Background: an optimization exercise with open tools, aiming at small area and a short achievable clock period. Do not read the settings as production practice.
Function was checked by simulation only, so behaviour that the tests miss may differ from the original.
No activity file was given, so power comes from the tool's default toggle rates.

===== design/flow/design.v =====
module instruction_buffer_nway #(
    parameter int P_ENTRY_W  = 102,
    parameter int P_DEPTH    = 32,
    parameter int P_DEPTH_W  = 5,
    parameter int P_IN_WAYS  = 2,
    parameter int P_OUT_WAYS = 2,
    parameter int P_STOP_TH  = 26
) (
    input  logic                             iCLOCK,
    input  logic                             inRESET,
    input  logic                             iFREE_REFRESH,
    input  logic [P_IN_WAYS-1:0]             iPREVIOUS_VALID,
    input  logic [P_IN_WAYS*P_ENTRY_W-1:0]   iPREVIOUS_DATA,
    output logic                             oPREVIOUS_FETCH_STOP,
    output logic                             oPREVIOUS_LOCK,
    output logic [P_OUT_WAYS-1:0]            oNEXT_VALID,
    output logic [P_OUT_WAYS*P_ENTRY_W-1:0]  oNEXT_DATA,
    input  logic                             iNEXT_LOCK,
    output logic [P_DEPTH_W:0]               oCOUNT
);
    localparam int CW = P_DEPTH_W + 1;
    localparam logic [CW-1:0] DEPTH_C   = CW'(P_DEPTH);
    localparam logic [CW-1:0] IN_WAYS_C = CW'(P_IN_WAYS);
    localparam logic [CW-1:0] STOP_C    = CW'(P_STOP_TH);
    logic [P_ENTRY_W-1:0] mem_q [P_DEPTH];
    logic [P_DEPTH_W-1:0] wr_ptr_q, wr_ptr_d, rd_ptr_q, rd_ptr_d;
    logic [CW-1:0]        count_q, count_d;
    logic [CW-1:0]        wr_n_s, rd_n_s;
    logic                 lock_s, wr_acc_s;
    logic [P_IN_WAYS-1:0] wr_en_s;
    logic [P_DEPTH_W-1:0] wr_addr_s [P_IN_WAYS];
    always_comb begin
        lock_s               = (DEPTH_C - count_q) < IN_WAYS_C;
        oPREVIOUS_LOCK       = lock_s;
        oPREVIOUS_FETCH_STOP = count_q > STOP_C;
        oCOUNT               = count_q;
    end
    always_comb begin
        wr_acc_s = !lock_s && !iFREE_REFRESH;
        wr_n_s   = {CW{1'b0}};
        wr_en_s  = {P_IN_WAYS{1'b0}};
        for (int k = 0; k < P_IN_WAYS; k++) begin
            wr_addr_s[k] = wr_ptr_q + wr_n_s[P_DEPTH_W-1:0];
            wr_en_s[k]   = wr_acc_s && iPREVIOUS_VALID[k];
            if (wr_en_s[k]) begin
                wr_n_s = wr_n_s + CW'(1);
            end else begin
                wr_n_s = wr_n_s;
            end
        end
    end
    always_comb begin
        rd_n_s      = {CW{1'b0}};
        oNEXT_VALID = {P_OUT_WAYS{1'b0}};
        oNEXT_DATA  = {(P_OUT_WAYS*P_ENTRY_W){1'b0}};
        for (int k = 0; k < P_OUT_WAYS; k++) begin
            if (count_q > CW'(k)) begin
                oNEXT_DATA[k*P_ENTRY_W +: P_ENTRY_W] = mem_q[rd_ptr_q + P_DEPTH_W'(k)];
                oNEXT_VALID[k] = !iNEXT_LOCK && !iFREE_REFRESH;
            end else begin
                oNEXT_VALID[k] = 1'b0;
            end
            rd_n_s = rd_n_s + CW'(oNEXT_VALID[k]);
        end
    end
    always_comb begin
        wr_ptr_d = wr_ptr_q;
        rd_ptr_d = rd_ptr_q;
        count_d  = count_q;
        if (iFREE_REFRESH) begin
            wr_ptr_d = {P_DEPTH_W{1'b0}};
            rd_ptr_d = {P_DEPTH_W{1'b0}};
            count_d  = {CW{1'b0}};
        end else begin
            wr_ptr_d = wr_ptr_q + wr_n_s[P_DEPTH_W-1:0];
            rd_ptr_d = rd_ptr_q + rd_n_s[P_DEPTH_W-1:0];
            count_d  = count_q + wr_n_s - rd_n_s;
        end
    end
    always_ff @(posedge iCLOCK) begin
        if (!inRESET) begin
            wr_ptr_q <= {P_DEPTH_W{1'b0}};
            rd_ptr_q <= {P_DEPTH_W{1'b0}};
            count_q  <= {CW{1'b0}};
        end else begin
            wr_ptr_q <= wr_ptr_d;
            rd_ptr_q <= rd_ptr_d;
            count_q  <= count_d;
        end
    end
    always_ff @(posedge iCLOCK) begin
        for (int k = 0; k < P_IN_WAYS; k++) begin
            if (wr_en_s[k]) begin
                mem_q[wr_addr_s[k]] <= iPREVIOUS_DATA[k*P_ENTRY_W +: P_ENTRY_W];
            end
        end
    end
endmodule

===== design/flow/run.sh =====
#!/bin/bash
# synth_recipe.tcl (not shown) runs the flow's synth.tcl, then flattens the netlist and writes it again
# the make line also repeats each setting of config.mk as NAME=value (left out here)
make -C /OpenROAD-flow-scripts/flow DESIGN_CONFIG=/design/flow/config.mk WORK_HOME=/design/flow/orfs CLKGATE_MAP_FILE= SYNTH_SCRIPT=/design/flow/synth_recipe.tcl finish

===== design/flow/config.mk =====
export PLATFORM = sky130hd
export DESIGN_NAME = instruction_buffer_nway
export DESIGN_NICKNAME = instruction_buffer_nway
export VERILOG_FILES = /design/flow/design.v
export SDC_FILE = /design/flow/constraint.sdc
export NUM_CORES = 4
export LEC_CHECK = 0
export CAP_MARGIN = 20
export CORE_MARGIN = 2
export CORE_UTILIZATION = 40
export SLEW_MARGIN = 20

===== design/flow/constraint.sdc =====
create_clock -name core_clock -period 6.0 [get_ports {iCLOCK}]
set_input_delay 1.2000 -clock core_clock [delete_from_list [all_inputs] [get_ports {iCLOCK}]]
set_output_delay 1.2000 -clock core_clock [all_outputs]
set_load 0.01 [all_outputs]

==> qor_table.md <==
| Group | Parameter | This run |
| --- | --- | --- |
| outcome | Result of the run | complete, no violations |
| grt | Total grt overflow | 0 |
| placed design | Number of port buffers | 423 |
| final layout | Final #Nets | 11687 |
| power | Share of power burned in combinational logic | 34.1% |
| detailed routing | Number of detailed-route iterations in the first pass | 5 |
| final layout | Most frequent cells in the layout | 3264 x sky130_fd_sc_hd__edfxtp_1, 2011 x sky130_fd_sc_hd__mux2_2, 1632 x sky130_fd_sc_hd__mux4_2, 1253 x sky130_fd_sc_hd__mux2_1, 525 x sky130_fd_sc_hd__nand2_1 |
| detailed routing | Initial drt markers | 14967 |
| worst setup path | CP Capture Type | primary output |
| grt | Antenna violations before repair | 63 |
| timing | Fin crit period | 5950 ps |
| yosys | Number of synthesis warnings | 2 |
| timing | Tcrit/Tclk final | 99.2% |
| worst setup path | Arr. time, crit path | 4750 ps |
| detailed routing | Detailed-route wire length per cell | 39.0 um |
| floorplanning | Top-level I/O count | 424 |
| grt | Maximum number of pins on one net before global-route repair | 114 |
| yosys | Syn avg cell area | 16.5 um2 |
| timing | Number of setup violations in the final report | 0 |
| final layout | Ratio of cells with drive above 1 in the final layout | 42.2% |
| yosys | Async SR Flop Fraction | 0% |
| worst hold path | Hold Path Class | reg -> reg |
| timing | Worst hold-check slack | 732 ps |
| grt | Total routing usage reported by global routing | 28.4% |
| power | Maximum ir drop on the vdd rail | 0.000436 V |
| floorplanning | Overall die area | 0.486 mm2 |
| power | Part of the power in the clock network | 30.7% |
| clock tree | Worst-case clock buffer depth | 4 |
| timing | Setup ws final | 46.4 ps |
| yosys | Number of synthesized register bits | 3280 |
| placed design | RD Place Congestion | 0.872 |
| final layout | Layout overhead on the synthesized area | 13.3% |
| job | Max capacitance violation total | 0 |
| detailed routing | Final ANT Viol Nets | 0 |
| yosys | Most used DFF post-synth | sky130_fd_sc_hd__edfxtp_1 |
| placed design | Worst slack at placement | 424 ps |
| yosys | Cell Area, Synth | 0.192 mm2 |
| final layout | Number of cells in the finished layout apart from fillers | 18172 |
| detailed routing | DRC Markers | 0 |
| timing | Worst-case headroom to the max-slew limit | 21.8% |
| timing | Count of pins over their slew limit | 0 |
| final layout | Commonest non-fill, non-tap cell in the layout | sky130_fd_sc_hd__edfxtp_1 |
| clock tree | TritonCTS clock tree | done |
| power | Sequential cell fraction of total power | 35.1% |
| clock tree | Count of hold-fix buffers inserted at cts | 0 |
| yosys | Count of distinct cell types in the synthesized netlist | 57 |
| power | Switching power of the nets | 24.7 mW |
| yosys | Sequential element share of the synthesized area | 51.1% |
| floorplanning | Starting density of the core | 40.2% |
| clock tree | Number of sinks driven by the clock tree | 3280 |
| yosys | Number of flops mapped to enable cells by yosys | 3264 |
| timing | RSZ-0062 raised after global routing | false |
| grt | Number of global-route vias before repair | 125391 |
| floorplanning | Row Count | 254 |
| worst setup path | Crit path required time | 4800 ps |
| floorplanning | Die W | 697 um |
| worst setup path | Type of the worst setup path | reg -> out |
| worst setup path | Sort of element at the start of the critical path | flip-flop |
| floorplanning | Core Area | 0.479 mm2 |
| placed design | Placed inst area | 0.206 mm2 |
| power | Switching part of the total | 33.1% |
| grt | First-pass GRT wire length | 989 mm |
| clock tree | Clock buffers created by TritonCTS | 377 |
| timing | Timing-limited maximum frequency | 168 MHz |
| detailed routing | Via total after detailed routing | 121323 |
| clock tree | Clock slew seen by the registers of the worst setup and hold paths | 60 ps |
| clock tree | Number of levels in the clock H-tree | 5 |
| power | P_leak | 69.0 nW |
| detailed routing | Per-cell via count in the routed design | 6.68 |
| power | Power Total | 74.5 mW |
| clock tree | Clock root buffer | sky130_fd_sc_hd__clkbuf_16 |
| floorplanning | Die height | 697 um |
| yosys | Synthesized netlist net count | 11877 |
| yosys | Gate count of the mapped netlist | 11638 |
| detailed routing | Wirelength, routed | 709 mm |
| placed design | DPL Wire Length | 422 mm |
| timing | Hold Fails Final Rpt | 0 |
| power | PwrDens | 342 mW/mm2 |
| final layout | Summed area of non-filler cells in the final layout | 0.218 mm2 |
| timing | Worst Skew | 48.1 ps |
| clock tree | Clock insertion delay at the later pin of the skew report | 1020 ps |
| timing | Worst-Margin Slew | 1170 ps |
| power | Cell-internal power | 49.8 mW |
| placed design | Cell count after placement | 17438 |
| final layout | Fill cells | 41163 |
| worst setup path | Maximum net fanout on the critical path | 26 |
-- worst max-delay path: stages (launching register included) --
cell and delay [ps]:
sky130_fd_sc_hd__dfxtp_4 580, sky130_fd_sc_hd__buf_4 220, sky130_fd_sc_hd__nand2_1 130, sky130_fd_sc_hd__or3b_2 670, sky130_fd_sc_hd__a21o_4 310, sky130_fd_sc_hd__buf_12 160
sky130_fd_sc_hd__buf_12 190, sky130_fd_sc_hd__a21oi_1 490, sky130_fd_sc_hd__a211o_2 340, sky130_fd_sc_hd__clkdlybuf4s50_1 600
-- power groups by stage --
| stage | clock network [mW] | logic (mW) | registers [mW] |
|---|---|---|---|
| final | 22.9 | 25.4 | 26.2 |
| after global routing | 24.0 | 26.4 | 26.2 |
| after CTS | 23.2 | 25.4 | 26.1 |
| after detailed placement | 0 | 24.6 | 26.6 |
| after global placement | 0 | 24.5 | 26.6 |
| after floorplan | 0 | 12.9 | 26.6 |
-- worst paths after layout --
path,startpoint,endpoint,slack (ps),depth (start not counted)
worst max-delay path,rd_ptr_q[0],oNEXT_DATA[170],50,9
worst min-delay path,wr_ptr_q[3],wr_ptr_q[3],730,3
worst max register to register,count_q[3],mem_q[4][51],510,15
worst min register to register,wr_ptr_q[3],wr_ptr_q[3],730,3
-- flip-flops by register name, indices dropped and copies added, names as in the netlist --
| name | cells |
|---|---|
| mem_q | 3264 |
| count_q | 6 |
| rd_ptr_q | 5 |
| wr_ptr_q | 5 |
-- metrics by stage --
step                      setup TNS, ps  util, %
final                                 0     45.5
after floorplan                -3347850        -
after CTS                         -26.2     45.6
after detailed placement              0     43.0
after global routing                  0     45.5
after global placement                0     43.0
-- cells by family after synthesis --
family	Yosys count	share of synthesized area [%]
xor+xnor	13	0.0592
fa+ha+maj	29	0.204
mux	5406	40.9
flops	3280	51.1
simple gates	647	1.43
buf+inv	1582	3.60
compound gates	681	2.67
-- synthesized netlist by cell type (16+ instances only) --
cell / count / area, um2
sky130_fd_sc_hd__a211o_1: 100 / 876
sky130_fd_sc_hd__a21oi_1: 111 / 556
sky130_fd_sc_hd__a221oi_1: 102 / 893
sky130_fd_sc_hd__a22oi_1: 102 / 766
sky130_fd_sc_hd__buf_1: 172 / 646
sky130_fd_sc_hd__buf_2: 322 / 1610
sky130_fd_sc_hd__buf_4: 58 / 435
sky130_fd_sc_hd__buf_6: 46 / 518
sky130_fd_sc_hd__clkbuf_1: 962 / 3610
sky130_fd_sc_hd__dfxtp_1: 16 / 320
sky130_fd_sc_hd__edfxtp_1: 3264 / 98000
sky130_fd_sc_hd__ha_1: 25 / 313
sky130_fd_sc_hd__inv_1: 20 / 75.1
sky130_fd_sc_hd__mux2_1: 1253 / 14100
sky130_fd_sc_hd__mux2_2: 2011 / 22600
sky130_fd_sc_hd__mux2i_1: 510 / 5100
sky130_fd_sc_hd__mux4_2: 1632 / 36800
sky130_fd_sc_hd__nand2_1: 526 / 1970
sky130_fd_sc_hd__nand3_1: 18 / 90.1
sky130_fd_sc_hd__nand3_2: 18 / 180
sky130_fd_sc_hd__nor2_1: 23 / 86.3
sky130_fd_sc_hd__o211a_1: 102 / 1020
sky130_fd_sc_hd__o21ai_0: 32 / 160
sky130_fd_sc_hd__o22ai_1: 107 / 669
-- routing by layer --
| metal | global-route usage (%) | vias up | wire length (um) |
|---|---|---|---|
| met5 | 0.500 | - | 843 |
| met4 | 11.4 | 72 | 32900 |
| met3 | 7.16 | 1622 | 71700 |
| met2 | 45.4 | 7045 | 333000 |
| met1 | 37.0 | 65297 | 271000 |
| li1 | - | 47287 | - |
-- what timing repair did --
action / in CTS / in global routing
cloned: 5 / 1
endpoints found under the setup margin: 197 / 26
gates resized for setup: 25 / 8
setup buffers: 23 / 0
pin swaps: 3 / 0
-- cell type report --
type / count / area (um2) / share of cell area (%)
diodes: 14 / 35.0 / 0.0161
clock buffers: 478 / 9910 / 4.55
clock inverters: 211 / 2050 / 0.940
inverters: 21 / 86.3 / 0.0396
multi-input cells: 6778 / 87900 / 40.3
flip-flops and latches: 3280 / 98300 / 45.1
well taps: 6400 / 8010 / 3.67
repair buffers: 990 / 11600 / 5.32

-- re-timing with driven ports --
How much do the figures lean on ideal ports? The routed layout below was timed once more, with nothing changed but the port constraints.
Step 1 assumes that a clkbuf_16 drives the clock port and a buf_2 every other input.
Step 2 adds t to the input delays and takes it off the output delays; t is the mean of the earliest and latest rising clock arrival at the registers after step 1. Input paths then give back, and output paths get back, about the clock's delay inside the block.
Slacks: no drivers / after step 1 / after step 2; pairs: no drivers / after step 1.
t, ns: 1.114
slack for setup (ns): 0.046 / -0.068 / 0.419
worst hold slack (ns): 0.732 / 0.732 / 0.732
pins driven straight from the clock port: 1
After both steps setup and hold are still met in this run. The setup slack of this run moves by -0.114 ns with the drivers and by +0.373 ns with both steps.
